This design comes from an exercise in tuning for small area, a short achievable clock period and few clock cycles per item on the open sky130 flow, not from production work. Function was checked by simulation only, so behaviour that the tests miss may differ from the original. Power and IR drop assume default switching activity.

### flow/flow/run.sh
#!/bin/bash
set -o pipefail
cp standard.sh standard_copy.txt 2>/dev/null
echo "export BUFFER_PORTS_ARGS = -buffer_cell sky130_fd_sc_hd__buf_1" >> config.mk
bash standard.sh > standard.log 2>&1
### flow/standard.sh
#!/bin/bash
# synth_recipe.tcl (not shown) runs the flow's synth.tcl, then flattens the netlist and writes it again
# the make line also repeats each setting of config.mk as NAME=value (left out here)
make -C /OpenROAD-flow-scripts/flow DESIGN_CONFIG=/design/flow/config.mk WORK_HOME=/design/flow/orfs CLKGATE_MAP_FILE= SYNTH_SCRIPT=/design/flow/synth_recipe.tcl "${@:-finish}"
### flow/config.mk
export PLATFORM = sky130hd
export DESIGN_NAME = pu_fabric
export DESIGN_NICKNAME = pu_fabric
export VERILOG_FILES = /design/flow/design.v
export SDC_FILE = /design/flow/constraint.sdc
export NUM_CORES = 4
export LEC_CHECK = 0
export CAP_MARGIN = 20
export CORE_MARGIN = 2
export CORE_UTILIZATION = 40
export CTS_BUF_LIST = sky130_fd_sc_hd__clkbuf_8 sky130_fd_sc_hd__clkbuf_16
export CTS_CLUSTER_DIAMETER = 80
export CTS_CLUSTER_SIZE = 30
export PLACE_DENSITY = 0.45
export SETUP_SLACK_MARGIN = 3.05
export SLEW_MARGIN = 20
export SYNTH_HIERARCHICAL = 1
export TNS_END_PERCENT = 5
export BUFFER_PORTS_ARGS = -buffer_cell sky130_fd_sc_hd__buf_1
### flow/constraint.sdc
create_clock -name core_clock -period 6.5 [get_ports {clk}]
set_input_delay 1.3000 -clock core_clock [delete_from_list [all_inputs] [get_ports {clk}]]
set_output_delay 1.3000 -clock core_clock [all_outputs]
set_load 0.01 [all_outputs]
### flow/design.v
`default_nettype none
package pu_pkg;
    localparam int LOG_NUM_PE = 3;
    localparam int NUM_PE = 1 << LOG_NUM_PE;
    localparam int DATA_LEN = 16;
    localparam int BUS_STAGES_DEF = 2;
    localparam int NEIGH_STAGES_DEF = 1;
    localparam int WR_DEPTH_DEF = 4;
    localparam int RD_DEPTH_DEF = 4;
    typedef logic [DATA_LEN-1:0] pe_data_t;
    typedef logic [LOG_NUM_PE-1:0] pe_addr_t;
    typedef logic [NUM_PE-1:0] pe_mask_t;
endpackage
`default_nettype wire
`timescale 1ns/1ps
`default_nettype none
module shift_pipe #(
    parameter int WIDTH = 8,
    parameter int STAGES = 1
) (
    input  wire logic             clk,
    input  wire logic             rstn,
    input  wire logic [WIDTH-1:0] din,
    output logic      [WIDTH-1:0] dout
);
    generate
        if (STAGES == 0) begin : gen_bypass
            assign dout = din;
        end else begin : gen_stages
            logic [WIDTH-1:0] stage_q [STAGES];
            always_ff @(posedge clk or negedge rstn) begin
                if (!rstn) begin
                    for (int s = 0; s < STAGES; s++) begin
                        stage_q[s] <= '0;
                    end
                end else begin
                    stage_q[0] <= din;
                    for (int s = 1; s < STAGES; s++) begin
                        stage_q[s] <= stage_q[s-1];
                    end
                end
            end
            assign dout = stage_q[STAGES-1];
        end
    endgenerate
endmodule
`default_nettype wire
`timescale 1ns/1ps
`default_nettype none
module bus_slave (
    input  wire logic             clk,
    input  wire logic             rstn,
    input  wire logic             dest_valid,
    input  wire pu_pkg::pe_addr_t dest_addr,
    input  wire pu_pkg::pe_data_t dest_data,
    output logic                  fifo_full,
    output logic                  head_valid,
    output pu_pkg::pe_addr_t      head_addr,
    output pu_pkg::pe_data_t      head_data,
    input  wire pu_pkg::pe_mask_t shown,
    input  wire pu_pkg::pe_mask_t src_rq,
    output logic                  pop
);
    assign pop = (shown & src_rq) != '0;
    assign fifo_full = head_valid && !pop;
    always_ff @(posedge clk or negedge rstn) begin
        if (!rstn) begin
            head_valid <= 1'b0;
        end else if (!fifo_full) begin
            head_valid <= dest_valid;
        end
    end
    always_ff @(posedge clk) begin
        if (!fifo_full) begin
            head_addr <= dest_addr;
            head_data <= dest_data;
        end
    end
endmodule
`default_nettype wire
`timescale 1ns/1ps
`default_nettype none
module bus_choice (
    input  wire logic             clk,
    input  wire logic             rstn,
    input  wire pu_pkg::pe_mask_t req,
    input  wire logic             src_rq,
    output pu_pkg::pe_mask_t      grant,
    output logic                  src_valid
);
    localparam int NP = pu_pkg::NUM_PE;
    pu_pkg::pe_addr_t ptr;
    pu_pkg::pe_addr_t start;
    pu_pkg::pe_addr_t after_grant;
    always_comb begin
        after_grant = '0;
        for (int s = 0; s < NP; s++) begin
            if (grant[(s + NP - 1) % NP]) after_grant = after_grant | pu_pkg::pe_addr_t'(s);
        end
        start = src_valid ? after_grant : ptr;
    end
    pu_pkg::pe_mask_t upper;
    pu_pkg::pe_mask_t hi;
    pu_pkg::pe_mask_t first_hi;
    pu_pkg::pe_mask_t first_all;
    pu_pkg::pe_mask_t gnt;
    logic             below_hi;
    logic             below_all;
    logic             keep;
    always_comb begin
        for (int s = 0; s < NP; s++) begin
            upper[s] = (pu_pkg::pe_addr_t'(s) >= start);
        end
        hi = req & upper;
        below_hi = 1'b0;
        below_all = 1'b0;
        for (int s = 0; s < NP; s++) begin
            first_hi[s] = hi[s] && !below_hi;
            first_all[s] = req[s] && !below_all;
            below_hi = below_hi || hi[s];
            below_all = below_all || req[s];
        end
        gnt = below_hi ? first_hi : first_all;
        keep = src_valid && !src_rq;
    end
    always_ff @(posedge clk or negedge rstn) begin
        if (!rstn) begin
            ptr <= '0;
            src_valid <= 1'b0;
        end else begin
            ptr <= start;
            src_valid <= keep || below_all;
        end
    end
    always_ff @(posedge clk) begin
        if (!keep) begin
            grant <= gnt;
        end
    end
endmodule
module bus_mux (
    input  wire pu_pkg::pe_mask_t grant,
    input  wire logic [pu_pkg::NUM_PE*pu_pkg::DATA_LEN-1:0] head_data,
    output pu_pkg::pe_data_t      src_data
);
    always_comb begin
        src_data = '0;
        for (int s = 0; s < pu_pkg::NUM_PE; s++) begin
            src_data = src_data | ({pu_pkg::DATA_LEN{grant[s]}} & head_data[s*pu_pkg::DATA_LEN +: pu_pkg::DATA_LEN]);
        end
    end
endmodule
module bus_arbiter (
    input  wire logic             clk,
    input  wire logic             rstn,
    input  wire pu_pkg::pe_mask_t dest_valid,
    input  wire logic [pu_pkg::NUM_PE*pu_pkg::LOG_NUM_PE-1:0] dest_addr,
    input  wire logic [pu_pkg::NUM_PE*pu_pkg::DATA_LEN-1:0]   dest_data,
    output pu_pkg::pe_mask_t      fifo_full,
    input  wire pu_pkg::pe_mask_t src_rq,
    output pu_pkg::pe_mask_t      src_valid,
    output logic [pu_pkg::NUM_PE*pu_pkg::DATA_LEN-1:0] src_data
);
    localparam int NP = pu_pkg::NUM_PE;
    localparam int AW = pu_pkg::LOG_NUM_PE;
    localparam int DL = pu_pkg::DATA_LEN;
    pu_pkg::pe_mask_t head_valid;
    logic [NP*AW-1:0] head_addr;
    logic [NP*DL-1:0] head_data;
    pu_pkg::pe_mask_t pop;
    pu_pkg::pe_mask_t grant    [NP];
    pu_pkg::pe_mask_t shown_by [NP];
    pu_pkg::pe_mask_t req      [NP];
    generate
        for (genvar s = 0; s < NP; s++) begin : gen_src
            bus_slave src_inst (
                .clk        (clk),
                .rstn       (rstn),
                .dest_valid (dest_valid[s]),
                .dest_addr  (dest_addr[s*AW +: AW]),
                .dest_data  (dest_data[s*DL +: DL]),
                .fifo_full  (fifo_full[s]),
                .head_valid (head_valid[s]),
                .head_addr  (head_addr[s*AW +: AW]),
                .head_data  (head_data[s*DL +: DL]),
                .shown      (shown_by[s]),
                .src_rq     (src_rq),
                .pop        (pop[s])
            );
        end
        for (genvar d = 0; d < NP; d++) begin : gen_dst
            bus_choice choice_inst (
                .clk       (clk),
                .rstn      (rstn),
                .req       (req[d]),
                .src_rq    (src_rq[d]),
                .grant     (grant[d]),
                .src_valid (src_valid[d])
            );
            bus_mux mux_inst (
                .grant     (grant[d]),
                .head_data (head_data),
                .src_data  (src_data[d*DL +: DL])
            );
        end
    endgenerate
    pu_pkg::pe_mask_t granted;
    pu_pkg::pe_mask_t spec_free;
    pu_pkg::pe_mask_t spec_ok;
    always_comb begin
        granted = '0;
        for (int d = 0; d < NP; d++) begin
            for (int s = 0; s < NP; s++) begin
                shown_by[s][d] = grant[d][s];
            end
            granted = granted | (grant[d] & {NP{src_valid[d]}});
        end
        spec_free = ~head_valid | granted;
        spec_ok = ~granted | pop;
        for (int d = 0; d < NP; d++) begin
            for (int s = 0; s < NP; s++) begin
                req[d][s] = spec_ok[s] && (spec_free[s]
                    ? (dest_valid[s] && (dest_addr[s*AW +: AW] == pu_pkg::pe_addr_t'(d)))
                    : (head_addr[s*AW +: AW] == pu_pkg::pe_addr_t'(d)));
            end
        end
    end
endmodule
`default_nettype wire
`timescale 1ns/1ps
`default_nettype none
module neigh_ring #(
    parameter int STAGES = 1
) (
    input  wire logic             clk,
    input  wire logic             rstn,
    input  wire logic [pu_pkg::NUM_PE*pu_pkg::DATA_LEN-1:0] neigh_in,
    input  wire pu_pkg::pe_mask_t neigh_in_v,
    output logic      [pu_pkg::NUM_PE*pu_pkg::DATA_LEN-1:0] neigh_out,
    output pu_pkg::pe_mask_t      neigh_out_v
);
    localparam int DL = pu_pkg::DATA_LEN;
    localparam int WIDTH = pu_pkg::NUM_PE * (DL + 1);
    logic [WIDTH-1:0] ring_in;
    logic [WIDTH-1:0] ring_out;
    generate
        for (genvar i = 0; i < pu_pkg::NUM_PE; i++) begin : gen_ring
            assign ring_in[pu_pkg::NUM_PE + i*DL +: DL] = neigh_in[i*DL +: DL];
            assign ring_in[i] = neigh_in_v[i];
            assign neigh_out[((i+1) % pu_pkg::NUM_PE)*DL +: DL] = ring_out[pu_pkg::NUM_PE + i*DL +: DL];
            assign neigh_out_v[(i+1) % pu_pkg::NUM_PE] = ring_out[i];
        end
    endgenerate
    shift_pipe #(
        .WIDTH  (WIDTH),
        .STAGES (STAGES)
    ) ring_pipe (
        .clk  (clk),
        .rstn (rstn),
        .din  (ring_in),
        .dout (ring_out)
    );
endmodule
`default_nettype wire
`timescale 1ns/1ps
`default_nettype none
module done_tracker (
    input  wire logic             clk,
    input  wire logic             rstn,
    input  wire logic             start,
    input  wire logic             eoc,
    input  wire pu_pkg::pe_mask_t pe_eol,
    input  wire pu_pkg::pe_mask_t pe_eoi,
    output logic                  inst_eol,
    output logic                  eoi_pu
);
    pu_pkg::pe_mask_t eol_flags;
    assign inst_eol = &eol_flags;
    always_ff @(posedge clk or negedge rstn) begin
        if (!rstn) begin
            eol_flags <= '0;
        end else if (start || eoc || inst_eol) begin
            eol_flags <= '0;
        end else begin
            eol_flags <= eol_flags | pe_eol;
        end
    end
    always_ff @(posedge clk or negedge rstn) begin
        if (!rstn) begin
            eoi_pu <= 1'b0;
        end else begin
            eoi_pu <= &pe_eoi;
        end
    end
endmodule
`default_nettype wire
`timescale 1ns/1ps
`default_nettype none
module pu_fabric #(
    parameter int BUS_STAGES = pu_pkg::BUS_STAGES_DEF,
    parameter int NEIGH_STAGES = pu_pkg::NEIGH_STAGES_DEF,
    parameter int WR_DEPTH = pu_pkg::WR_DEPTH_DEF,
    parameter int RD_DEPTH = pu_pkg::RD_DEPTH_DEF
) (
    input  wire logic             clk,
    input  wire logic             rstn,
    input  wire pu_pkg::pe_mask_t dest_valid,
    input  wire logic [pu_pkg::NUM_PE*pu_pkg::LOG_NUM_PE-1:0] dest_addr,
    input  wire logic [pu_pkg::NUM_PE*pu_pkg::DATA_LEN-1:0] dest_data,
    output pu_pkg::pe_mask_t      fifo_full,
    output pu_pkg::pe_mask_t      src_valid,
    output logic      [pu_pkg::NUM_PE*pu_pkg::DATA_LEN-1:0] src_data,
    input  wire pu_pkg::pe_mask_t src_rq,
    input  wire logic [pu_pkg::NUM_PE*pu_pkg::DATA_LEN-1:0] neigh_in,
    input  wire pu_pkg::pe_mask_t neigh_in_v,
    output logic      [pu_pkg::NUM_PE*pu_pkg::DATA_LEN-1:0] neigh_out,
    output pu_pkg::pe_mask_t      neigh_out_v,
    input  wire logic             start,
    input  wire logic             eoc,
    input  wire pu_pkg::pe_mask_t pe_eol,
    input  wire pu_pkg::pe_mask_t pe_eoi,
    output logic                  inst_eol,
    output logic                  eoi_pu
);
    bus_arbiter bus_xbar (
        .clk        (clk),
        .rstn       (rstn),
        .dest_valid (dest_valid),
        .dest_addr  (dest_addr),
        .dest_data  (dest_data),
        .fifo_full  (fifo_full),
        .src_rq     (src_rq),
        .src_valid  (src_valid),
        .src_data   (src_data)
    );
    neigh_ring #(
        .STAGES (NEIGH_STAGES)
    ) neigh_ring_inst (
        .clk         (clk),
        .rstn        (rstn),
        .neigh_in    (neigh_in),
        .neigh_in_v  (neigh_in_v),
        .neigh_out   (neigh_out),
        .neigh_out_v (neigh_out_v)
    );
    done_tracker done_tracker_inst (
        .clk      (clk),
        .rstn     (rstn),
        .start    (start),
        .eoc      (eoc),
        .pe_eol   (pe_eol),
        .pe_eoi   (pe_eoi),
        .inst_eol (inst_eol),
        .eoi_pu   (eoi_pu)
    );
endmodule
`default_nettype wire
==> reports/qor.log, run 1 <==
qor: clock_network.cts_inserted_buffers 27
qor: drt.post_drt_via_cell_ratio 6.79
qor: synthesis.synth_top_cell_area_share 0.274
qor: critical_path.worstPathMaxFanout 12
qor: synthesis.post_synth.cell_area_avg 11.4 µm²
qor: critical_path.critical_path.n_buffers_inverters 2
qor: global_routing.grt_start_max_net_pins 97
qor: synthesis.synth_compound_gate_area_share 0.302
qor: floorplanning.rows 89
qor: global_routing.wire_length_of_the_first_global_routing_pass 160000 µm
qor: drt.drt-pass1-iter-count 12
qor: sta.timing.final.setup_violations 0
qor: synthesis.count_of_flip_flops_with_a_built_in_enable_after_synthesis 216
qor: cells_and_area.final_net_count 3005
qor: synthesis.netlist_top_cells_area sky130_fd_sc_hd__edfxtp_1 (27%), sky130_fd_sc_hd__dfrtp_1 (20%), sky130_fd_sc_hd__a22oi_1 (16%)
qor: drt.drt-total-wl 115000 µm
qor: floorplanning.initial_util 0.402
qor: synthesis.cell_type_with_the_largest_total_area_after_synthesis sky130_fd_sc_hd__edfxtp_1
qor: critical_path.r2r_start bus_xbar.gen_dst[7].choice_inst.grant[1]
qor: sta.setup_tns 0 ps
qor: synthesis.synth_top_family_by_area compound AO/OA/AOI/OAI gates
qor: clock_network.clk_pin_slew_worst_paths 110 ps
qor: clock_network.root_buffer sky130_fd_sc_hd__clkbuf_16
qor: floorplanning.fp.dieW 247 µm
qor: pwr.power_per_cell_area 591 mW/mm²
qor: global_routing.number_of_global_route_vias_before_repair 22348
qor: sta.period_share 0.554
qor: sta.report.final.slew_viol_count 0
qor: critical_path.critical_path_class reg -> out
qor: synthesis.synth_simple_gate_area_share 0.143
qor: placed_design.io_buffer_count 605
qor: synthesis.synth-xor-area-share 0
qor: critical_path.cp_top_family flip-flops
qor: placed_design.hpwlAfterDp 83300 µm
qor: cells_and_area.final.fill_count 5610
qor: sta.fin_crit 3600 ps
qor: floorplanning.die_area 0.0611 mm²
qor: floorplanning.top_level_ports 606
qor: clock_network.ctsHoldBuffers 0
qor: critical_path.crit_chain buf_6 -> a22oi_1 -> nand4_1 -> buf_1
qor: run_status.status finished clean
qor: hold_path.worstHoldStart done_tracker_inst.eol_flags[4]
qor: drt.num_vias 23609
qor: clock_network.clkLatencyLatePin 610 ps
qor: synthesis.yosys.area_share.adder 0
qor: synthesis.ys.flop_type sky130_fd_sc_hd__edfxtp_1
qor: cells_and_area.synthToLayoutAreaGrowth 18.2%
qor: floorplanning.fp.coreArea 0.0588 mm²
qor: sta.tightest_slew 1120 ps
qor: placed_design.place.gp.congestion 0.965
qor: synthesis.yosys_register_bits 401
qor: drt.routedWlPerCell 33.1 µm
qor: clock_network.htreeDepth 1
qor: sta.timing.max_slew.rel_slack 0.252
qor: critical_path.worst_path_largest_cell_delay 960 ps
qor: synthesis.yosysMostFrequentCell sky130_fd_sc_hd__a22oi_1
qor: hold_path.worstHoldPathType reg -> reg
qor: sta.worst_hold_slack 572 ps
qor: sta.hold_viol_final 0
qor: global_routing.groute.usage.overall 0.360
qor: pwr.cellLeakagePower 0.00955 µW
qor: critical_path.timing.critical_path.required 5200 ps
qor: critical_path.crit_slowest_cell sky130_fd_sc_hd__edfxtp_1
qor: synthesis.synth_seq_area_share 0.470
qor: clock_network.clock_sinks 401
qor: critical_path.worstPathArrival 2300 ps
qor: drt.detail_route.iter0.violations 3517
qor: floorplanning.die_h 247 µm
qor: synthesis.syn_area 0.0237 mm²
qor: synthesis.postSynthCellCount 2076
qor: sta.max_freq 278 MHz
qor: critical_path.worst_setup_path_start_kind flip-flop
qor: synthesis.synth.lib_cells_used.distinct 65
qor: synthesis.yosys-mux-area-fraction 0.00772
qor: clock_network.tritoncts yes
qor: clock_network.cts-root-to-sink-buffers 3
qor: critical_path.critPathCaptureType output pin
qor: cells_and_area.drive_gt1_frac 0.149
qor: cells_and_area.post-route-util 0.476
qor: job.cap_viol_max_count 0
qor: global_routing.gr_overflow_total 0
qor: placed_design.placement.cell_area 0.0255 mm²
qor: pwr.report.power.total 16500 µW
qor: synthesis.asyncSetResetFlopFracSynth 0.461
qor: sta.fin_clk_skew 31.1 ps
qor: synthesis.synth_warnings 18
qor: synthesis.post_synth_most_frequent_cells sky130_fd_sc_hd__a22oi_1 (501), sky130_fd_sc_hd__edfxtp_1 (216), sky130_fd_sc_hd__dfrtp_1 (185), sky130_fd_sc_hd__nand4_1 (135), sky130_fd_sc_hd__buf_6 (128)
qor: pwr.vdd.ir_drop.worst 0.253 mV
qor: global_routing.grt_antenna_before_repair 9
qor: drt.postRouteAntennaNets 0
qor: cells_and_area.stdcell_area 0.0280 mm²
qor: sta.rsz0062_at_grt true
qor: drt.drc 0
qor: critical_path.setup.worst_path.start bus_xbar.gen_dst[3].choice_inst.grant[5]
qor: synthesis.synth.net_count 2400
[cells by family after synthesis]
logic type             after synthesis
AOI/OAI and AO/OA                  884
buffers and inverters              203
DFF                                401
muxes                               16
and+or+nand+nor                    572
[per-module statistics from Yosys, one instance, submodules excluded, a selection]
module	copies in the design	cell area [µm²]	cells inside
bus_arbiter	1	2450	345
bus_mux	8	779	96
bus_choice	8	713	70
bus_slave	8	679	29
done_tracker	1	432	35
[worst reg2reg max path: stages, from the launching register on]
cell and delay [ps]:
sky130_fd_sc_hd__edfxtp_1 690, sky130_fd_sc_hd__buf_6 300, sky130_fd_sc_hd__a22oi_4 180, sky130_fd_sc_hd__nand4_4 200
sky130_fd_sc_hd__mux2i_1 340, sky130_fd_sc_hd__o22ai_1 280, sky130_fd_sc_hd__or4_4 620, sky130_fd_sc_hd__nor3_1 200
sky130_fd_sc_hd__o21ai_1 120, sky130_fd_sc_hd__a2111oi_2 370
[cells in the final DEF, fill, tap and decap left out, types with 9 or more instances in the layout]
cell,synthesis,final
sky130_fd_sc_hd__o2bb2ai_1,17,17
sky130_fd_sc_hd__inv_2,16,16
sky130_fd_sc_hd__a31oi_1,15,15
sky130_fd_sc_hd__nor2b_1,23,23
sky130_fd_sc_hd__a21oi_2,16,16
sky130_fd_sc_hd__inv_1,42,42
sky130_fd_sc_hd__nor3_2,8,9
sky130_fd_sc_hd__nor2_1,96,92
sky130_fd_sc_hd__a32oi_1,10,10
sky130_fd_sc_hd__o21ai_0,20,18
sky130_fd_sc_hd__edfxtp_1,216,216
sky130_fd_sc_hd__buf_12,0,31
sky130_fd_sc_hd__nor3b_1,9,9
sky130_fd_sc_hd__o22ai_1,40,40
sky130_fd_sc_hd__o31ai_1,30,25
sky130_fd_sc_hd__o21ai_1,16,18
sky130_fd_sc_hd__nand3b_1,25,25
sky130_fd_sc_hd__nand2b_1,26,26
sky130_fd_sc_hd__buf_6,128,33
sky130_fd_sc_hd__clkbuf_16,0,27
sky130_fd_sc_hd__a21o_1,16,16
sky130_fd_sc_hd__a21oi_1,33,33
sky130_fd_sc_hd__or3b_2,9,9
sky130_fd_sc_hd__and2_1,9,9
sky130_fd_sc_hd__buf_1,0,589
sky130_fd_sc_hd__nand3_1,32,32
sky130_fd_sc_hd__nand4_4,1,9
sky130_fd_sc_hd__or3_1,14,14
sky130_fd_sc_hd__buf_4,5,57
sky130_fd_sc_hd__a22oi_1,501,501
sky130_fd_sc_hd__nand4_1,135,135
sky130_fd_sc_hd__nand2_1,67,67
sky130_fd_sc_hd__nor3_1,41,40
sky130_fd_sc_hd__dfrtp_1,185,183
sky130_fd_sc_hd__a22oi_2,71,71
sky130_fd_sc_hd__nor4_1,16,16
sky130_fd_sc_hd__o32ai_1,17,15
[metal layers]
layer | routed length (µm) | up-vias | part of all wire | global-route usage
li1 | - | 9784 | - | -
met1 | 42500 | 11691 | 0.37 | 0.448
met2 | 55000 | 1652 | 0.48 | 0.601
met3 | 11100 | 480 | 0.096 | 0.0746
met4 | 6430 | 2 | 0.056 | 0.164
met5 | 13 | - | 0.00011 | 0
[state kept, by name, summed over array words and instances, names as in the netlist]
name                                          cells
bus_xbar.gen_dst.choice_inst.src_valid            8
bus_xbar.gen_dst.choice_inst.grant               64
done_tracker_inst.eoi_pu                          1
bus_xbar.gen_src.src_inst.head_data             128
neigh_ring_inst.ring_pipe.gen_stages.stage_q    136
done_tracker_inst.eol_flags                       8
bus_xbar.gen_src.src_inst.head_addr              24
bus_xbar.gen_src.src_inst.head_valid              8
bus_xbar.gen_dst.choice_inst.ptr                 24
[area by class of cell]
type / count / area (µm²) / share of cell area
Antenna cell: 2 / 5.00 / 0.000179
Clock buffer: 27 / 676 / 0.0242
Clock inverter: 23 / 384 / 0.0137
Inverter: 58 / 218 / 0.00778
Multi-Input combinational cell: 1472 / 10800 / 0.388
Sequential cell: 401 / 11100 / 0.398
Tap cell: 773 / 967 / 0.0346
Timing Repair Buffer: 721 / 3750 / 0.134
[path summary, 6_finish.rpt]
path | endpoint | slack, ps | cells past startpoint
max | src_data[56] | 2900 | 4
min | done_tracker_inst.eol_flags[4] | 570 | 2
max reg2reg | bus_xbar.gen_dst[2].choice_inst.grant[5] | 3010 | 9
min reg2reg | done_tracker_inst.eol_flags[4] | 570 | 2
max in group asynchronous | asynchronous set/reset pin | 4700 | 2
min in group asynchronous | neigh_ring_inst.ring_pipe.gen_stages.stage_q[0][2] | 640 | 1
[through the flow]
stage / setup slack [ps] / std cells
6_report: 2900 / 3477
5_1_grt: 2880 / 3477
4_1_cts: 2950 / 3451
3_5_place_dp: 2090 / 3336
3_3_place_gp: 2110 / 3336
2_1_floorplan: 3100 / 2076
[power by group]
group / switching, µW / internal [µW] / total, µW
Combinational: 6080 / 3210 / 9290
Clock: 1120 / 876 / 2000
Sequential: 1650 / 3580 / 5230
[timing repair]
action / 4_1_cts / 5_1_grt
gates cloned: 2 / 0
pin swaps: 12 / 0
setup buffers: 63 / 23
setup endpoints to repair: 186 / 154
resized for setup: 56 / 7
Testbench counts, summed over its fixed seeds: cycles 887, words 4,096.
==> run 2: changes to the inputs <==
--- a/flow/design.v
+++ b/flow/design.v
@@ -85,29 +85,22 @@
     input  wire logic             rstn,
     input  wire pu_pkg::pe_mask_t req,
     input  wire logic             src_rq,
-    output pu_pkg::pe_mask_t      grant,
+    output pu_pkg::pe_addr_t      gidx,
     output logic                  src_valid
 );
     localparam int NP = pu_pkg::NUM_PE;
-    pu_pkg::pe_addr_t ptr;
     pu_pkg::pe_addr_t start;
-    pu_pkg::pe_addr_t after_grant;
-    always_comb begin
-        after_grant = '0;
-        for (int s = 0; s < NP; s++) begin
-            if (grant[(s + NP - 1) % NP]) after_grant = after_grant | pu_pkg::pe_addr_t'(s);
-        end
-        start = src_valid ? after_grant : ptr;
-    end
     pu_pkg::pe_mask_t upper;
     pu_pkg::pe_mask_t hi;
     pu_pkg::pe_mask_t first_hi;
     pu_pkg::pe_mask_t first_all;
     pu_pkg::pe_mask_t gnt;
+    pu_pkg::pe_addr_t gnt_idx;
     logic             below_hi;
     logic             below_all;
     logic             keep;
     always_comb begin
+        start = gidx + 1'b1;
         for (int s = 0; s < NP; s++) begin
             upper[s] = (pu_pkg::pe_addr_t'(s) >= start);
         end
@@ -121,20 +114,32 @@
             below_all = below_all || req[s];
         end
         gnt = below_hi ? first_hi : first_all;
+        gnt_idx = '0;
+        for (int s = 0; s < NP; s++) begin
+            if (gnt[s]) gnt_idx = gnt_idx | pu_pkg::pe_addr_t'(s);
+        end
         keep = src_valid && !src_rq;
     end
     always_ff @(posedge clk or negedge rstn) begin
         if (!rstn) begin
-            ptr <= '0;
+            gidx <= '0;
             src_valid <= 1'b0;
         end else begin
-            ptr <= start;
+            if (!keep && below_all) begin
+                gidx <= gnt_idx;
+            end
             src_valid <= keep || below_all;
         end
     end
-    always_ff @(posedge clk) begin
-        if (!keep) begin
-            grant <= gnt;
+endmodule
+module bus_dec (
+    input  wire pu_pkg::pe_addr_t gidx,
+    input  wire logic             src_valid,
+    output pu_pkg::pe_mask_t      shown
+);
+    always_comb begin
+        for (int s = 0; s < pu_pkg::NUM_PE; s++) begin
+            shown[s] = src_valid && (gidx == pu_pkg::pe_addr_t'(s));
         end
     end
 endmodule
@@ -169,6 +174,7 @@
     logic [NP*DL-1:0] head_data;
     pu_pkg::pe_mask_t pop;
     pu_pkg::pe_mask_t grant    [NP];
+    pu_pkg::pe_addr_t gidx     [NP];
     pu_pkg::pe_mask_t shown_by [NP];
     pu_pkg::pe_mask_t req      [NP];
     generate
@@ -194,9 +200,14 @@
                 .rstn      (rstn),
                 .req       (req[d]),
                 .src_rq    (src_rq[d]),
-                .grant     (grant[d]),
+                .gidx      (gidx[d]),
                 .src_valid (src_valid[d])
             );
+            bus_dec dec_inst (
+                .gidx      (gidx[d]),
+                .src_valid (src_valid[d]),
+                .shown     (grant[d])
+            );
             bus_mux mux_inst (
                 .grant     (grant[d]),
                 .head_data (head_data),
@@ -213,7 +224,7 @@
             for (int s = 0; s < NP; s++) begin
                 shown_by[s][d] = grant[d][s];
             end
-            granted = granted | (grant[d] & {NP{src_valid[d]}});
+            granted = granted | grant[d];
         end
         spec_free = ~head_valid | granted;
         spec_ok = ~granted | pop;
==> flow/config.mk (replaced) <==
export PLATFORM = sky130hd
export DESIGN_NAME = pu_fabric
export DESIGN_NICKNAME = pu_fabric
export VERILOG_FILES = /design/flow/design.v
export SDC_FILE = /design/flow/constraint.sdc
export NUM_CORES = 4
export LEC_CHECK = 0
export CAP_MARGIN = 20
export CORE_MARGIN = 2
export CORE_UTILIZATION = 40
export CTS_BUF_LIST = sky130_fd_sc_hd__clkbuf_4 sky130_fd_sc_hd__clkbuf_8
export PLACE_DENSITY = 0.45
export SETUP_SLACK_MARGIN = 3.1
export SLEW_MARGIN = 20
export SYNTH_HIERARCHICAL = 1
export BUFFER_PORTS_ARGS = -buffer_cell sky130_fd_sc_hd__buf_1
==> reports/qor.log, run 2 <==
qor: synthesis.yosys.area_share.adder 0.0141
qor: global_routing.groute.usage.overall 0.419
qor: floorplanning.die_h 235 µm
qor: global_routing.grt_start_max_net_pins 135
qor: synthesis.asyncSetResetFlopFracSynth 0.549
qor: clock_network.cts_inserted_buffers 58
qor: synthesis.post_synth.cell_area_avg 11.4 µm²
qor: floorplanning.top_level_ports 606
qor: run_status.status aborted with a tool error
qor: synthesis.synth_top_cell_area_share 0.218
qor: synthesis.synth_simple_gate_area_share 0.174
qor: synthesis.yosys-mux-area-fraction 0
qor: placed_design.placement.cell_area 0.0231 mm²
qor: synthesis.yosys_register_bits 337
qor: synthesis.synth.lib_cells_used.distinct 51
qor: synthesis.ys.flop_type sky130_fd_sc_hd__dfrtp_1
qor: placed_design.place.gp.congestion 1.04
qor: run_status.run.stop_error [ERROR GRT-0232] Routing congestion too high. Check the congestion heatmap in the GUI.
qor: global_routing.gr_overflow_total 2
qor: clock_network.htreeDepth 2
qor: placed_design.io_buffer_count 605
qor: synthesis.cell_type_with_the_largest_total_area_after_synthesis sky130_fd_sc_hd__dfrtp_1
qor: placed_design.place_worst_setup_slack 2330 ps
qor: synthesis.synth_top_family_by_area compound AO/OA/AOI/OAI gates
qor: floorplanning.rows 84
qor: run_status.failing_step global routing (5_1_grt)
qor: synthesis.synth_warnings 20
qor: synthesis.synth.net_count 2215
qor: synthesis.netlist_top_cells_area sky130_fd_sc_hd__dfrtp_1 (22%), sky130_fd_sc_hd__edfxtp_1 (21%), sky130_fd_sc_hd__a22oi_1 (17%)
qor: synthesis.post_synth_most_frequent_cells sky130_fd_sc_hd__a22oi_1 (488), sky130_fd_sc_hd__dfrtp_1 (185), sky130_fd_sc_hd__edfxtp_1 (152), sky130_fd_sc_hd__nand4_1 (138), sky130_fd_sc_hd__buf_6 (122)
qor: synthesis.yosysMostFrequentCell sky130_fd_sc_hd__a22oi_1
qor: synthesis.syn_area 0.0213 mm²
qor: synthesis.synth_seq_area_share 0.432
qor: synthesis.count_of_flip_flops_with_a_built_in_enable_after_synthesis 152
qor: placed_design.hpwlAfterDp 79900 µm
qor: synthesis.postSynthCellCount 1867
qor: clock_network.cts-root-to-sink-buffers 3
qor: floorplanning.initial_util 0.405
qor: floorplanning.fp.dieW 235 µm
qor: clock_network.root_buffer sky130_fd_sc_hd__clkbuf_8
qor: clock_network.clock_sinks 337
qor: synthesis.synth-xor-area-share 0.00329
qor: synthesis.synth_compound_gate_area_share 0.300
run 2: per-module statistics from Yosys, one instance, submodules excluded, excerpt:
module	flip-flops and latches	copies in the design
bus_choice	4	8
done_tracker	9	1
bus_mux	0	8
bus_arbiter	0	1
bus_slave	20	8
bus_dec	0	8
run 2: cells by family after synthesis:
| family | Yosys count |
|---|---|
| fa+ha+maj | 24 |
| xor+xnor | 8 |
| compound gates | 808 |
| buf+inv | 163 |
| simple gates | 527 |
| flops | 337 |
run 2: how the worst max path moves through the flow:
stage                                       startpoint                                       to  slack, ps  cells after the start
2_1_floorplan                                src_rq[0]  bus_xbar.gen_dst[0].choice_inst.gidx[2]       3290                      8
3_3_place_gp                                 src_rq[2]  bus_xbar.gen_dst[1].choice_inst.gidx[2]       2360                     10
3_5_place_dp                                 src_rq[2]  bus_xbar.gen_dst[6].choice_inst.gidx[2]       2330                     10
4_1_cts        bus_xbar.gen_dst[1].choice_inst.gidx[0]                             src_data[18]       2820                      4
run 2: per-stage QoR:
step / instances / hold WS (ps)
after floorplan: 1867 / 525
after global placement: 3041 / 543
after detailed placement: 3041 / 558
after CTS: 3345 / 571
run 2: per-layer routing:
metal / GRT usage / GRT overflow
met1: 0.509 / 0
met2: 0.657 / 2
met3: 0.135 / 0
met4: 0.235 / 0
met5: 0.000866 / 0
run 2: repair_timing:
action | 4_1_cts
cloned | 17
gates resized for setup | 336
pin swaps | 100
hold buffers | 0
setup endpoints to repair | 168
setup buffers | 177
run 2: power groups by stage:
stage                     sequential [µW]  combinational [µW]  clock, µW
after floorplan                      4190                5810          0
after global placement               5030                8230          0
after detailed placement             5070                8310          0
after CTS                            5040               10400       2430
Testbench counts of run 2, summed over its fixed seeds: cycles 881, words 4,096.
==> run 3: changes to the inputs <==
--- a/flow/design.v
+++ b/flow/design.v
@@ -85,22 +85,29 @@
     input  wire logic             rstn,
     input  wire pu_pkg::pe_mask_t req,
     input  wire logic             src_rq,
-    output pu_pkg::pe_addr_t      gidx,
+    output pu_pkg::pe_mask_t      grant,
     output logic                  src_valid
 );
     localparam int NP = pu_pkg::NUM_PE;
+    pu_pkg::pe_addr_t ptr;
     pu_pkg::pe_addr_t start;
+    pu_pkg::pe_addr_t after_grant;
+    always_comb begin
+        after_grant = '0;
+        for (int s = 0; s < NP; s++) begin
+            if (grant[(s + NP - 1) % NP]) after_grant = after_grant | pu_pkg::pe_addr_t'(s);
+        end
+        start = src_valid ? after_grant : ptr;
+    end
     pu_pkg::pe_mask_t upper;
     pu_pkg::pe_mask_t hi;
     pu_pkg::pe_mask_t first_hi;
     pu_pkg::pe_mask_t first_all;
     pu_pkg::pe_mask_t gnt;
-    pu_pkg::pe_addr_t gnt_idx;
     logic             below_hi;
     logic             below_all;
     logic             keep;
     always_comb begin
-        start = gidx + 1'b1;
         for (int s = 0; s < NP; s++) begin
             upper[s] = (pu_pkg::pe_addr_t'(s) >= start);
         end
@@ -114,32 +121,20 @@
             below_all = below_all || req[s];
         end
         gnt = below_hi ? first_hi : first_all;
-        gnt_idx = '0;
-        for (int s = 0; s < NP; s++) begin
-            if (gnt[s]) gnt_idx = gnt_idx | pu_pkg::pe_addr_t'(s);
-        end
         keep = src_valid && !src_rq;
     end
     always_ff @(posedge clk or negedge rstn) begin
         if (!rstn) begin
-            gidx <= '0;
+            ptr <= '0;
             src_valid <= 1'b0;
         end else begin
-            if (!keep && below_all) begin
-                gidx <= gnt_idx;
-            end
+            ptr <= start;
             src_valid <= keep || below_all;
         end
     end
-endmodule
-module bus_dec (
-    input  wire pu_pkg::pe_addr_t gidx,
-    input  wire logic             src_valid,
-    output pu_pkg::pe_mask_t      shown
-);
-    always_comb begin
-        for (int s = 0; s < pu_pkg::NUM_PE; s++) begin
-            shown[s] = src_valid && (gidx == pu_pkg::pe_addr_t'(s));
+    always_ff @(posedge clk) begin
+        if (!keep) begin
+            grant <= gnt;
         end
     end
 endmodule
@@ -155,6 +150,27 @@
         end
     end
 endmodule
+module bus_req (
+    input  wire logic             head_valid,
+    input  wire pu_pkg::pe_addr_t head_addr,
+    input  wire logic             dest_valid,
+    input  wire pu_pkg::pe_addr_t dest_addr,
+    input  wire logic             granted,
+    input  wire logic             pop,
+    output pu_pkg::pe_mask_t      req
+);
+    logic             spec_free;
+    logic             sel_valid;
+    pu_pkg::pe_addr_t sel_addr;
+    always_comb begin
+        spec_free = !head_valid || granted;
+        sel_valid = (!granted || pop) && (spec_free ? dest_valid : 1'b1);
+        sel_addr = spec_free ? dest_addr : head_addr;
+        for (int d = 0; d < pu_pkg::NUM_PE; d++) begin
+            req[d] = sel_valid && (sel_addr == pu_pkg::pe_addr_t'(d));
+        end
+    end
+endmodule
 module bus_arbiter (
     input  wire logic             clk,
     input  wire logic             rstn,
@@ -174,7 +190,6 @@
     logic [NP*DL-1:0] head_data;
     pu_pkg::pe_mask_t pop;
     pu_pkg::pe_mask_t grant    [NP];
-    pu_pkg::pe_addr_t gidx     [NP];
     pu_pkg::pe_mask_t shown_by [NP];
     pu_pkg::pe_mask_t req      [NP];
     generate
@@ -200,14 +215,9 @@
                 .rstn      (rstn),
                 .req       (req[d]),
                 .src_rq    (src_rq[d]),
-                .gidx      (gidx[d]),
+                .grant     (grant[d]),
                 .src_valid (src_valid[d])
             );
-            bus_dec dec_inst (
-                .gidx      (gidx[d]),
-                .src_valid (src_valid[d]),
-                .shown     (grant[d])
-            );
             bus_mux mux_inst (
                 .grant     (grant[d]),
                 .head_data (head_data),
@@ -216,26 +226,30 @@
         end
     endgenerate
     pu_pkg::pe_mask_t granted;
-    pu_pkg::pe_mask_t spec_free;
-    pu_pkg::pe_mask_t spec_ok;
+    pu_pkg::pe_mask_t req_by [NP];
     always_comb begin
         granted = '0;
         for (int d = 0; d < NP; d++) begin
             for (int s = 0; s < NP; s++) begin
                 shown_by[s][d] = grant[d][s];
+                req[d][s] = req_by[s][d];
             end
-            granted = granted | grant[d];
-        end
-        spec_free = ~head_valid | granted;
-        spec_ok = ~granted | pop;
-        for (int d = 0; d < NP; d++) begin
-            for (int s = 0; s < NP; s++) begin
-                req[d][s] = spec_ok[s] && (spec_free[s]
-                    ? (dest_valid[s] && (dest_addr[s*AW +: AW] == pu_pkg::pe_addr_t'(d)))
-                    : (head_addr[s*AW +: AW] == pu_pkg::pe_addr_t'(d)));
-            end
+            granted = granted | (grant[d] & {NP{src_valid[d]}});
         end
     end
+    generate
+        for (genvar s = 0; s < NP; s++) begin : gen_req
+            bus_req req_inst (
+                .head_valid (head_valid[s]),
+                .head_addr  (head_addr[s*AW +: AW]),
+                .dest_valid (dest_valid[s]),
+                .dest_addr  (dest_addr[s*AW +: AW]),
+                .granted    (granted[s]),
+                .pop        (pop[s]),
+                .req        (req_by[s])
+            );
+        end
+    endgenerate
 endmodule
 `default_nettype wire
 `timescale 1ns/1ps
--- a/flow/config.mk
+++ b/flow/config.mk
@@ -8,9 +8,11 @@
 export CAP_MARGIN = 20
 export CORE_MARGIN = 2
 export CORE_UTILIZATION = 40
-export CTS_BUF_LIST = sky130_fd_sc_hd__clkbuf_4 sky130_fd_sc_hd__clkbuf_8
+export CTS_BUF_LIST = sky130_fd_sc_hd__clkbuf_8 sky130_fd_sc_hd__clkbuf_16
+export CTS_CLUSTER_DIAMETER = 80
+export CTS_CLUSTER_SIZE = 30
 export PLACE_DENSITY = 0.45
-export SETUP_SLACK_MARGIN = 3.1
+export SETUP_SLACK_MARGIN = 3.05
 export SLEW_MARGIN = 20
 export SYNTH_HIERARCHICAL = 1
 export BUFFER_PORTS_ARGS = -buffer_cell sky130_fd_sc_hd__buf_1
==> reports/qor.log, run 3 <==
qor: floorplanning.die_h 245 µm
qor: critical_path.timing.critical_path.required 6900 ps
qor: clock_network.clkLatencyLatePin 660 ps
qor: clock_network.clock_sinks 401
qor: synthesis.post_synth_most_frequent_cells sky130_fd_sc_hd__a22oi_1 (520), sky130_fd_sc_hd__edfxtp_1 (216), sky130_fd_sc_hd__dfrtp_1 (185), sky130_fd_sc_hd__nand4_1 (146), sky130_fd_sc_hd__nor2_1 (145)
qor: critical_path.worst_setup_path_start_kind flip-flop
qor: drt.post_drt_via_cell_ratio 6.69
qor: synthesis.yosysMostFrequentCell sky130_fd_sc_hd__a22oi_1
qor: clock_network.root_buffer sky130_fd_sc_hd__clkbuf_16
qor: cells_and_area.synthToLayoutAreaGrowth 21.2%
qor: critical_path.critPathCaptureType flip-flop
qor: clock_network.tritoncts yes
qor: drt.drt-pass1-iter-count 7
qor: cells_and_area.largest_register_ffs 136
qor: drt.drt-total-wl 116000 µm
qor: drt.postRouteAntennaNets 0
qor: placed_design.hpwlAfterDp 84500 µm
qor: critical_path.worst_path_largest_cell_delay 480 ps
qor: cells_and_area.layout.cells.most_common_list sky130_fd_sc_hd__buf_1 (587), sky130_fd_sc_hd__a22oi_1 (514), sky130_fd_sc_hd__edfxtp_1 (216)
qor: sta.fin_clk_skew 66.5 ps
qor: sta.setup_tns 0 ps
qor: pwr.power_per_cell_area 646 mW/mm²
qor: synthesis.post_synth.cell_area_avg 11.6 µm²
qor: synthesis.syn_area 0.0232 mm²
qor: drt.drc 0
qor: synthesis.ys.flop_type sky130_fd_sc_hd__edfxtp_1
qor: critical_path.worstPathArrival 3860 ps
qor: synthesis.netlist_top_cells_area sky130_fd_sc_hd__edfxtp_1 (28%), sky130_fd_sc_hd__dfrtp_1 (20%), sky130_fd_sc_hd__a22oi_1 (17%)
qor: global_routing.groute.usage.overall 0.374
qor: synthesis.yosys_register_bits 401
qor: floorplanning.fp.dieW 245 µm
qor: sta.tightest_slew 1080 ps
qor: critical_path.critical_path_class reg -> reg
qor: sta.fin_crit 3460 ps
qor: critical_path.setup.reg_to_reg.worst_slack 3040 ps
qor: global_routing.grt_antenna_before_repair 5
qor: pwr.cellLeakagePower 0.00970 µW
qor: global_routing.number_of_global_route_vias_before_repair 22163
qor: cells_and_area.final_net_count 2965
qor: cells_and_area.mostFrequentLayoutCell sky130_fd_sc_hd__buf_1
qor: job.cap_viol_max_count 0
qor: cells_and_area.drive_gt1_frac 0.178
qor: clock_network.htreeDepth 1
qor: floorplanning.die_area 0.0598 mm²
qor: critical_path.crit_chain buf_4 -> a22oi_1 -> nand4_1 -> buf_4 -> buf_4 -> nand4bb_1 -> o211a_1 -> nor2_1 -> nor2_1 -> a21o_1 -> o2bb2ai_1 -> o31ai_1
qor: cells_and_area.largest_register neigh_ring_inst.ring_pipe.gen_stages.stage_q
qor: critical_path.cp_top_family compound AO/OA/AOI/OAI gates
qor: floorplanning.fp.coreArea 0.0575 mm²
qor: drt.num_vias 22926
qor: sta.report.final.slew_viol_count 0
qor: hold_path.worstHoldPathType reg -> reg
qor: critical_path.r2r_start bus_xbar.gen_dst[2].choice_inst.grant[6]
qor: critical_path.critical_path.n_buffers_inverters 3
qor: critical_path.crit_slowest_cell sky130_fd_sc_hd__nor2_1
qor: synthesis.asyncSetResetFlopFracSynth 0.461
qor: sta.timing.final.setup_violations 0
qor: sta.period_share 0.532
qor: pwr.vdd.ir_drop.worst 0.369 mV
qor: floorplanning.top_level_ports 606
qor: critical_path.timing.critical_path.mode_cell sky130_fd_sc_hd__buf_4
qor: clock_network.cts-root-to-sink-buffers 3
qor: placed_design.placement.cell_area 0.0251 mm²
qor: run_status.status finished clean
qor: sta.max_freq 289 MHz
qor: synthesis.cell_type_with_the_largest_total_area_after_synthesis sky130_fd_sc_hd__edfxtp_1
qor: hold_path.end_point_of_the_most_critical_hold_path done_tracker_inst.eol_flags[0]
qor: synthesis.synth_warnings 20
qor: critical_path.r2r-end bus_xbar.gen_dst[6].choice_inst.grant[2]
qor: hold_path.worstHoldPathCells 2
qor: placed_design.place.gp.congestion 1.00
qor: critical_path.worstPathMaxFanout 21
qor: hold_path.worstHoldStart done_tracker_inst.eol_flags[0]
qor: synthesis.count_of_flip_flops_with_a_built_in_enable_after_synthesis 216
qor: clock_network.clk_pin_slew_worst_paths 110 ps
qor: placed_design.io_buffer_count 605
qor: drt.routedWlPerCell 33.8 µm
qor: global_routing.grt_start_max_net_pins 105
qor: floorplanning.rows 88
qor: synthesis.postSynthCellCount 2003
qor: cells_and_area.layout_top_registers neigh_ring_inst.ring_pipe.gen_stages.stage_q (136), bus_xbar.gen_src.src_inst.head_data (128), bus_xbar.gen_dst.choice_inst.grant (64)
qor: global_routing.gr_overflow_total 0
qor: global_routing.wire_length_of_the_first_global_routing_pass 163000 µm
qor: synthesis.synth_seq_area_share 0.480
qor: synthesis.synth.lib_cells_used.distinct 53
qor: pwr.report.power.total 18200 µW
qor: sta.hold_viol_final 0
qor: drt.detail_route.iter0.violations 3023
qor: cells_and_area.insertedDiodeCount 0
qor: clock_network.cts_inserted_buffers 28
qor: synthesis.synth.net_count 2327
qor: sta.rsz0062_at_grt true
qor: synthesis.synth_top_cell_area_share 0.280
qor: sta.timing.max_slew.rel_slack 0.278
qor: floorplanning.initial_util 0.403
qor: sta.worst_hold_slack 572 ps
qor: cells_and_area.stdcell_area 0.0281 mm²
qor: critical_path.r2r.worst_path.cells 12
-- run 3: Yosys stat by module, one instance, submodules excluded, a selection --
module	times used	cells
bus_req	8	28
bus_arbiter	1	48
done_tracker	1	35
bus_slave	8	29
bus_mux	8	96
bus_choice	8	70
-- run 3: tightest hold or removal path, cell delays in order (launching register included) --
cell and delay [ps]:
sky130_fd_sc_hd__dfrtp_1 350, sky130_fd_sc_hd__nor2_1 50, sky130_fd_sc_hd__a211oi_2 130
-- run 3: final cells by class --
type / count / area [µm²]
fillers: 5339 / 29400
flip-flops and latches: 401 / 11100
repair buffers: 755 / 3880
multi-input cells: 1399 / 10700
clock inverters: 24 / 474
well taps: 765 / 957
clock buffers: 28 / 701
inverters: 56 / 210
-- run 3: cell families after synthesis --
kind of cell	synth area share
AO/OA/AOI/OAI	0.281
buffers and inverters	0.0791
flip-flops	0.480
AND/OR/NAND/NOR	0.160
-- run 3: worst max path at each step --
| stage | from | end | slack, ps | cells after the start |
|---|---|---|---|---|
| floorplan | src_rq[0] | bus_xbar.gen_dst[0].choice_inst.grant[6] | 3040 | 10 |
| global placement | src_rq[1] | bus_xbar.gen_dst[1].choice_inst.grant[6] | 2100 | 11 |
| detailed placement | src_rq[1] | bus_xbar.gen_dst[1].choice_inst.grant[6] | 2060 | 11 |
| CTS | src_rq[5] | fifo_full[1] | 3060 | 5 |
| global route | bus_xbar.gen_dst[6].choice_inst.grant[6] | bus_xbar.gen_dst[6].choice_inst.grant[2] | 2980 | 12 |
| finish | bus_xbar.gen_dst[2].choice_inst.grant[6] | bus_xbar.gen_dst[6].choice_inst.grant[2] | 3040 | 12 |
-- run 3: metrics by stage --
stage          cells   util  setup WS (ps)
2_1_floorplan   2003      -           3040
4_1_cts         3390  0.477           3060
6_report        3428  0.489           3040
3_5_place_dp    3270  0.437           2060
3_3_place_gp    3270  0.437           2100
5_1_grt         3428  0.489           2980
-- run 3: repair_timing --
| action | 4_1_cts | 5_1_grt |
|---|---|---|
| pin swaps | 21 | 32 |
| gates cloned | 4 | 1 |
| endpoints found under the setup margin | 192 | 66 |
| hold buffers | 0 | 0 |
| resized for setup | 94 | 71 |
| setup buffers | 64 | 37 |
-- run 3: power by group --
part	total (µW)	leakage [µW]	switching, µW	internal [µW]
logic	10800	0.00476	7060	3710
clock network	2190	0.000545	1170	1020
registers	5200	0.00439	1530	3670
total	18200	0.00970	9760	8390
-- run 3: per-layer routing --
| metal | part of all wire | vias up | wire (µm) | GRT usage |
|---|---|---|---|---|
| met5 | 0.000095 | - | 11 | 0 |
| met4 | 0.062 | 2 | 7150 | 0.179 |
| met3 | 0.092 | 450 | 10700 | 0.0821 |
| met2 | 0.48 | 1560 | 55600 | 0.621 |
| met1 | 0.37 | 11357 | 42500 | 0.461 |
| li1 | - | 9557 | - | - |
Testbench counts of run 3, summed over its fixed seeds: cycles 887, words 4,096.
==> run 4: changes to the inputs <==
--- a/flow/config.mk
+++ b/flow/config.mk
@@ -12,7 +12,7 @@
 export CTS_CLUSTER_DIAMETER = 80
 export CTS_CLUSTER_SIZE = 30
 export PLACE_DENSITY = 0.45
-export SETUP_SLACK_MARGIN = 3.05
+export SETUP_SLACK_MARGIN = 3.15
 export SLEW_MARGIN = 20
 export SYNTH_HIERARCHICAL = 1
 export BUFFER_PORTS_ARGS = -buffer_cell sky130_fd_sc_hd__buf_1
==> reports/qor.log, run 4 <==
qor: synthesis.synth_warnings 20
qor: synthesis.postSynthCellCount 2003
qor: synthesis.asyncSetResetFlopFracSynth 0.461
qor: drt.post_drt_via_cell_ratio 6.66
qor: sta.timing.final.setup_violations 0
qor: drt.num_vias 22961
qor: synthesis.yosysMostFrequentCell sky130_fd_sc_hd__a22oi_1
qor: critical_path.critPathCaptureType output pin
qor: drt.detail_route.iter0.violations 3217
qor: floorplanning.fp.dieW 245 µm
qor: floorplanning.die_area 0.0598 mm²
qor: pwr.power_per_cell_area 644 mW/mm²
qor: critical_path.worstPathMaxFanout 5
qor: cells_and_area.synthToLayoutAreaGrowth 22.5%
qor: cells_and_area.mostFrequentLayoutCell sky130_fd_sc_hd__buf_1
qor: clock_network.clkLatencyLatePin 620 ps
qor: global_routing.grt_antenna_before_repair 3
qor: synthesis.synth.net_count 2327
qor: synthesis.ys.flop_type sky130_fd_sc_hd__edfxtp_1
qor: placed_design.io_buffer_count 605
qor: sta.tightest_slew 1070 ps
qor: clock_network.cts-root-to-sink-buffers 3
qor: synthesis.cell_type_with_the_largest_total_area_after_synthesis sky130_fd_sc_hd__edfxtp_1
qor: clock_network.htreeDepth 1
qor: cells_and_area.layout_top_registers neigh_ring_inst.ring_pipe.gen_stages.stage_q (136), bus_xbar.gen_src.src_inst.head_data (128), bus_xbar.gen_dst.choice_inst.grant (64)
qor: pwr.share_seq_of_total_power 0.281
qor: pwr.vdd.ir_drop.worst 0.384 mV
qor: sta.max_freq 288 MHz
qor: cells_and_area.drive_gt1_frac 0.200
qor: global_routing.wire_length_of_the_first_global_routing_pass 158000 µm
qor: drt.drt-total-wl 113000 µm
qor: synthesis.yosys.area_share.adder 0
qor: synthesis.syn_area 0.0232 mm²
qor: floorplanning.fp.coreArea 0.0575 mm²
qor: sta.fin_crit 3470 ps
qor: cells_and_area.stdcell_area 0.0284 mm²
qor: cells_and_area.layout.cells.most_common_list sky130_fd_sc_hd__buf_1 (583), sky130_fd_sc_hd__a22oi_1 (513), sky130_fd_sc_hd__edfxtp_1 (216)
qor: synthesis.yosys_register_bits 401
qor: synthesis.yosys-mux-area-fraction 0
qor: placed_design.place_worst_setup_slack 2040 ps
qor: critical_path.worst_setup_path_start_kind primary input
qor: placed_design.placement.cell_area 0.0251 mm²
qor: synthesis.synth_top_family_by_area compound AO/OA/AOI/OAI gates
qor: global_routing.number_of_global_route_vias_before_repair 22172
qor: synthesis.post_synth_most_frequent_cells sky130_fd_sc_hd__a22oi_1 (520), sky130_fd_sc_hd__edfxtp_1 (216), sky130_fd_sc_hd__dfrtp_1 (185), sky130_fd_sc_hd__nand4_1 (146), sky130_fd_sc_hd__nor2_1 (145)
qor: sta.report.final.slew_viol_count 0
qor: sta.rsz0062_at_grt true
qor: drt.drc 0
qor: sta.fin_clk_skew 31.7 ps
qor: floorplanning.rows 88
qor: critical_path.critical_path_class in -> out
qor: clock_network.clk_pin_slew_worst_paths 100 ps
qor: synthesis.synth_compound_gate_area_share 0.281
qor: hold_path.worstHoldPathType reg -> reg
qor: job.cap_viol_max_count 0
qor: cells_and_area.final_net_count 2986
qor: placed_design.place.gp.congestion 1.04
qor: floorplanning.top_level_ports 606
qor: global_routing.grt_start_max_net_pins 141
qor: sta.period_share 0.535
qor: placed_design.hpwlAfterDp 82300 µm
qor: synthesis.synth_seq_area_share 0.480
qor: clock_network.clock_sinks 401
qor: critical_path.worstPathArrival 2170 ps
qor: synthesis.synth-xor-area-share 0
qor: synthesis.synth_simple_gate_area_share 0.160
qor: pwr.power.switching_fraction 0.536
qor: sta.hold_viol_final 0
qor: global_routing.gr_overflow_total 0
qor: floorplanning.initial_util 0.403
qor: synthesis.synth.lib_cells_used.distinct 53
qor: drt.postRouteAntennaNets 0
qor: run_status.status finished clean
qor: critical_path.timing.critical_path.required 5200 ps
qor: pwr.power_frac_comb 0.604
qor: synthesis.netlist_top_cells_area sky130_fd_sc_hd__edfxtp_1 (28%), sky130_fd_sc_hd__dfrtp_1 (20%), sky130_fd_sc_hd__a22oi_1 (17%)
qor: cells_and_area.largest_register neigh_ring_inst.ring_pipe.gen_stages.stage_q
qor: clock_network.root_buffer sky130_fd_sc_hd__clkbuf_16
qor: sta.final_critical_path_setup_slack 3030 ps
qor: floorplanning.die_h 245 µm
qor: synthesis.count_of_flip_flops_with_a_built_in_enable_after_synthesis 216
qor: clock_network.cts_inserted_buffers 28
qor: cells_and_area.largest_register_ffs 136
qor: sta.setup_tns 0 ps
qor: sta.timing.max_slew.rel_slack 0.290
qor: global_routing.groute.usage.overall 0.361
qor: pwr.power.net_switching 9790 µW
qor: sta.worst_hold_slack 565 ps
qor: pwr.cellLeakagePower 0.00986 µW
qor: drt.routedWlPerCell 32.7 µm
qor: pwr.internal_power 8490 µW
qor: clock_network.tritoncts yes
qor: drt.drt-pass1-iter-count 9
qor: synthesis.post_synth.cell_area_avg 11.6 µm²
qor: pwr.clockPowerShare 0.115
qor: synthesis.synth_top_cell_area_share 0.280
## run 4: cell counts after synthesis
No cell type changed its count.
## run 4: kinds of logic (layout without fill, tap and decap cells)
kind of cell           after synthesis  in the layout
AO/OA/AOI/OAI                      824            824
AND/OR/NAND/NOR                    575            575
flip-flops                         401            401
buffers and inverters              203            884
other                                0              1
## run 4: area by class of cell
cell class / instances / area (µm²)
Antenna cell: 1 / 2.50
Clock buffer: 29 / 726
Clock inverter: 23 / 424
Fill cell: 5418 / 29100
Inverter: 56 / 210
Multi-Input combinational cell: 1399 / 10900
Sequential cell: 401 / 11100
Tap cell: 765 / 957
Timing Repair Buffer: 776 / 3990
## run 4: worst max-delay path, cell delays in order
cell and delay (ps):
sky130_fd_sc_hd__buf_12 110, sky130_fd_sc_hd__a22oi_2 290, sky130_fd_sc_hd__nand4_4 190, sky130_fd_sc_hd__nor2_4 150, sky130_fd_sc_hd__buf_6 120
## run 4: final timing paths
kind	startpoint	endpoint	slack [ps]	cells past startpoint
max in group asynchronous	rstn	bus_xbar.gen_dst[6].choice_inst.src_valid	4180	2
min reg2reg	done_tracker_inst.eol_flags[7]	done_tracker_inst.eol_flags[7]	560	2
max	src_rq[2]	fifo_full[7]	3030	5
max reg2reg	bus_xbar.gen_dst[6].choice_inst.grant[0]	bus_xbar.gen_dst[0].choice_inst.grant[6]	3100	13
min	done_tracker_inst.eol_flags[7]	done_tracker_inst.eol_flags[7]	560	2
min in group asynchronous	rstn	asynchronous set/reset pin	750	1
## run 4: modules after synthesis, one instance, submodules excluded, a selection
module | cells inside | copies in the design | flops+latches | cell area, µm²
bus_mux | 96 | 8 | 0 | 779
bus_choice | 70 | 8 | 12 | 713
bus_slave | 29 | 8 | 20 | 679
done_tracker | 35 | 1 | 9 | 432
bus_arbiter | 48 | 1 | 0 | 320
bus_req | 28 | 8 | 0 | 204
## run 4: power by group through the flow
stage | sequential [µW] | clock, µW | combinational (µW)
3_3_place_gp | 5720 | 0 | 8400
6_report | 5130 | 2110 | 11000
3_5_place_dp | 5750 | 0 | 8460
5_1_grt | 5190 | 2240 | 11500
4_1_cts | 5090 | 2140 | 10100
2_1_floorplan | 4600 | 0 | 6360
## run 4: metal layers
layer  vias up  GRT usage  share of wire
li1       9575          -              -
met4         2      0.193          0.065
met1     11355      0.457           0.37
met2      1599      0.592           0.47
met5         -          0        0.00014
met3       430     0.0597          0.091
## run 4: timing repair
action / in CTS / in global routing
setup endpoints to repair: 208 / 89
hold buffers: 0 / 0
gates cloned: 0 / 2
gates resized for setup: 100 / 111
setup buffers: 104 / 27
pin swaps: 50 / 42
## run 4: stage by stage
step	instances	total power (µW)	utilization
CTS	3420	17300	0.480
global route	3450	19000	0.494
global placement	3264	14100	0.437
finish	3450	18300	0.494
detailed placement	3264	14200	0.437
floorplan	2003	11000	-
==> run 5: changes to the inputs <==
--- a/flow/config.mk
+++ b/flow/config.mk
@@ -7,12 +7,12 @@
 export LEC_CHECK = 0
 export CAP_MARGIN = 20
 export CORE_MARGIN = 2
-export CORE_UTILIZATION = 40
+export CORE_UTILIZATION = 45
 export CTS_BUF_LIST = sky130_fd_sc_hd__clkbuf_8 sky130_fd_sc_hd__clkbuf_16
 export CTS_CLUSTER_DIAMETER = 80
 export CTS_CLUSTER_SIZE = 30
-export PLACE_DENSITY = 0.45
-export SETUP_SLACK_MARGIN = 3.15
+export PLACE_DENSITY = 0.5
+export SETUP_SLACK_MARGIN = 3.05
 export SLEW_MARGIN = 20
 export SYNTH_HIERARCHICAL = 1
 export BUFFER_PORTS_ARGS = -buffer_cell sky130_fd_sc_hd__buf_1
==> reports/qor.log, run 5 <==
qor: critical_path.r2r_start bus_xbar.gen_dst[5].choice_inst.grant[3]
qor: sta.fin_clk_skew 52.4 ps
qor: clock_network.clock_sinks 401
qor: sta.max_freq 285 MHz
qor: sta.period_share 0.540
qor: cells_and_area.final_net_count 3015
qor: synthesis.postSynthCellCount 2003
qor: cells_and_area.final.fill_count 4673
qor: cells_and_area.largest_register neigh_ring_inst.ring_pipe.gen_stages.stage_q
qor: clock_network.htreeDepth 1
qor: drt.routedWlPerCell 33.0 µm
qor: sta.rsz0062_at_grt true
qor: clock_network.cts-root-to-sink-buffers 3
qor: cells_and_area.synthToLayoutAreaGrowth 21.6%
qor: critical_path.r2r.worst_path.cells 12
qor: drt.num_vias 23470
qor: clock_network.cts_inserted_buffers 27
qor: placed_design.hpwlAfterDp 78400 µm
qor: critical_path.worst-path-stages 4
qor: drt.drt-pass1-iter-count 7
qor: sta.timing.max_slew.rel_slack 0.313
qor: hold_path.worstHoldPathType in -> async
qor: floorplanning.fp.dieW 231 µm
qor: global_routing.wire_length_of_the_first_global_routing_pass 158000 µm
qor: synthesis.post_synth.cell_area_avg 11.6 µm²
qor: sta.tightest_slew 1030 ps
qor: synthesis.ys.flop_type sky130_fd_sc_hd__edfxtp_1
qor: cells_and_area.layout.cells.most_common_list sky130_fd_sc_hd__buf_1 (586), sky130_fd_sc_hd__a22oi_1 (516), sky130_fd_sc_hd__edfxtp_1 (216)
qor: synthesis.synth_warnings 20
qor: cells_and_area.post-route-util 0.551
qor: synthesis.synth.net_count 2327
qor: synthesis.count_of_flip_flops_with_a_built_in_enable_after_synthesis 216
qor: global_routing.use_met1 0.485
qor: critical_path.setup.worst_path.start bus_xbar.gen_dst[3].choice_inst.grant[0]
qor: floorplanning.die_area 0.0533 mm²
qor: global_routing.gr-max-usage-layer met2
qor: synthesis.yosysMostFrequentCell sky130_fd_sc_hd__a22oi_1
qor: run_status.status finished clean
qor: global_routing.number_of_global_route_vias_before_repair 22746
qor: global_routing.groute.usage.overall 0.407
qor: synthesis.synth_top_cell_area_share 0.280
qor: synthesis.synth.lib_cells_used.distinct 53
qor: synthesis.synth_seq_area_share 0.480
qor: critical_path.worst_setup_path_start_kind flip-flop
qor: placed_design.place.gp.congestion 1.00
qor: critical_path.critPathCaptureType output pin
qor: drt.detail_route.iter0.violations 3816
qor: global_routing.gr_overflow_total 0
qor: critical_path.cp_top_family flip-flops
qor: sta.hold_viol_final 0
qor: synthesis.syn_area 0.0232 mm²
qor: clock_network.root_buffer sky130_fd_sc_hd__clkbuf_16
qor: critical_path.worstPathMaxFanout 8
qor: cells_and_area.largest_register_ffs 136
qor: cells_and_area.layout_top_registers neigh_ring_inst.ring_pipe.gen_stages.stage_q (136), bus_xbar.gen_src.src_inst.head_data (128), bus_xbar.gen_dst.choice_inst.grant (64)
qor: pwr.vdd.ir_drop.worst 0.382 mV
qor: sta.report.final.slew_viol_count 0
qor: placed_design.io_buffer_count 605
qor: clock_network.clk_pin_slew_worst_paths 100 ps
qor: pwr.power_per_cell_area 648 mW/mm²
qor: drt.drc 0
qor: critical_path.crit_slowest_cell sky130_fd_sc_hd__edfxtp_1
qor: drt.postRouteAntennaNets 0
qor: cells_and_area.mostFrequentLayoutCell sky130_fd_sc_hd__buf_1
qor: floorplanning.rows 83
qor: floorplanning.initial_util 0.453
qor: critical_path.critical_path.n_buffers_inverters 2
qor: synthesis.post_synth_most_frequent_cells sky130_fd_sc_hd__a22oi_1 (520), sky130_fd_sc_hd__edfxtp_1 (216), sky130_fd_sc_hd__dfrtp_1 (185), sky130_fd_sc_hd__nand4_1 (146), sky130_fd_sc_hd__nor2_1 (145)
qor: critical_path.worstPathArrival 2210 ps
qor: floorplanning.top_level_ports 606
qor: drt.drt-total-wl 112000 µm
qor: critical_path.crit_chain buf_12 -> a22oi_1 -> nand4_1 -> buf_1
qor: synthesis.cell_type_with_the_largest_total_area_after_synthesis sky130_fd_sc_hd__edfxtp_1
qor: clock_network.tritoncts yes
qor: floorplanning.die_h 231 µm
qor: synthesis.yosys_register_bits 401
qor: critical_path.worst_path_largest_cell_delay 530 ps
qor: critical_path.critical_path_class reg -> out
qor: global_routing.grt_antenna_before_repair 6
qor: critical_path.timing.critical_path.required 5200 ps
qor: sta.fin_crit 3510 ps
qor: synthesis.asyncSetResetFlopFracSynth 0.461
qor: clock_network.clkLatencyLatePin 640 ps
qor: cells_and_area.drive_gt1_frac 0.185
qor: global_routing.grt_util_met3 0.130
qor: drt.post_drt_via_cell_ratio 6.92
qor: global_routing.grt_start_max_net_pins 122
qor: floorplanning.fp.coreArea 0.0511 mm²
qor: pwr.cellLeakagePower 0.00993 µW
qor: sta.setup_tns 0 ps
qor: synthesis.netlist_top_cells_area sky130_fd_sc_hd__edfxtp_1 (28%), sky130_fd_sc_hd__dfrtp_1 (20%), sky130_fd_sc_hd__a22oi_1 (17%)
qor: job.cap_viol_max_count 0
qor: global_routing.groute.layer.met2.usage 0.641
qor: sta.timing.final.setup_violations 0
-- run 5: routing by layer --
metal  wire, µm  vias to the layer above
li1           -                     9651
met3      12300                      524
met5         20                        -
met4       7940                        4
met2      51800                     1805
met1      39900                    11486
-- run 5: through the flow --
| step | hold slack (ps) | area (µm²) | power (µW) | cells | setup WS (ps) |
|---|---|---|---|---|---|
| detailed placement | 559 | 24900 | 14100 | 3174 | 2000 |
| global placement | 546 | 24900 | 14000 | 3174 | 2050 |
| CTS | 559 | 27200 | 17100 | 3320 | 3040 |
| floorplan | 525 | 23200 | 10900 | 2003 | 3040 |
| global route | 556 | 28200 | 18900 | 3392 | 3000 |
| finish | 566 | 28200 | 18200 | 3393 | 2990 |
-- run 5: layout make-up --
cell class                 instances  area (µm²)  share of cell area
multi-input combinational       1399       10600               0.377
timing repair buffer             806        4290               0.152
sequential                       401       11100               0.395
inverter                          56         210             0.00746
antenna                            1        2.50           0.0000889
clock inverter                    22         383              0.0136
tap                              680         851              0.0302
clock buffer                      28         689              0.0245
-- run 5: modules after synthesis (local to each module, per instance), a selection --
| module | copies in the design | cells inside |
|---|---|---|
| bus_mux | 8 | 96 |
| bus_arbiter | 1 | 48 |
| bus_slave | 8 | 29 |
| bus_req | 8 | 28 |
| bus_choice | 8 | 70 |
| done_tracker | 1 | 35 |
-- run 5: path summary, 6_finish.rpt --
check / to / slack [ps]
min in group core_clock: done_tracker_inst.eol_flags[0] / 580
min: done_tracker_inst.eol_flags[6] / 570
max in group asynchronous: bus_xbar.gen_dst[3].choice_inst.src_valid / 4780
max reg2reg: bus_xbar.gen_dst[0].choice_inst.grant[5] / 3040
max: src_data[62] / 2990
min reg2reg: done_tracker_inst.eol_flags[0] / 580
-- run 5: what timing repair did --
item / in CTS / in global routing
pin swaps: 27 / 45
endpoints found under the hold margin: 0 / 0
setup endpoints to repair: 199 / 109
setup buffers: 95 / 69
hold buffers: 0 / 0
resized for setup: 74 / 57
gates cloned: 1 / 2
-- run 5: logic make-up (layout without fill, tap and decap cells) --
kind of cell           Yosys count  count (layout)  share of synthesized area
AOI/OAI and AO/OA              824             824                      0.281
DFF                            401             401                      0.480
and+or+nand+nor                575             575                      0.160
buffers and inverters          203             912                     0.0791
other                            0               1                          0
-- run 5: power by group --
group	internal [µW]	switching [µW]	total (µW)
clock	919	1100	2020
sequential	3660	1480	5140
combinational	3900	7170	11100

[static timing again, ports no longer ideal]
How much do the figures lean on ideal ports? The routed layouts below were timed once more, with nothing changed but the port constraints. Step 1 sets driving cells, clkbuf_16 on the clock port and buf_2 on the other inputs (assumed; they add their load-dependent delay and slew). Step 2, shift: input delay + t, output delay - t, t = (earliest + latest rising clock arrival at the registers) / 2. This alone moves slack from input paths to output paths. Slacks: ideal / step 1 / step 2; pairs: ideal / step 1.
run	t, ns	setup WS [ns]	worst setup path at the end	worst register clock-pin slew, ns	cell pins on the clock port's net
run 1	0.660	2.898 / 2.837 / 2.301	input to register	0.11 / 0.11	1
run 3	0.697	3.040 / 2.932 / 2.349	input to register	0.11 / 0.11	1
run 4	0.671	3.025 / 2.927 / 2.326	input to register	0.11 / 0.11	1
run 5	0.679	2.993 / 2.928 / 2.383	input to register	0.11 / 0.11	1
After both steps setup and hold are still met in every run listed. The setup slack of run 4, which loses most, moves by -0.098 ns with the drivers and by -0.699 ns with both steps.
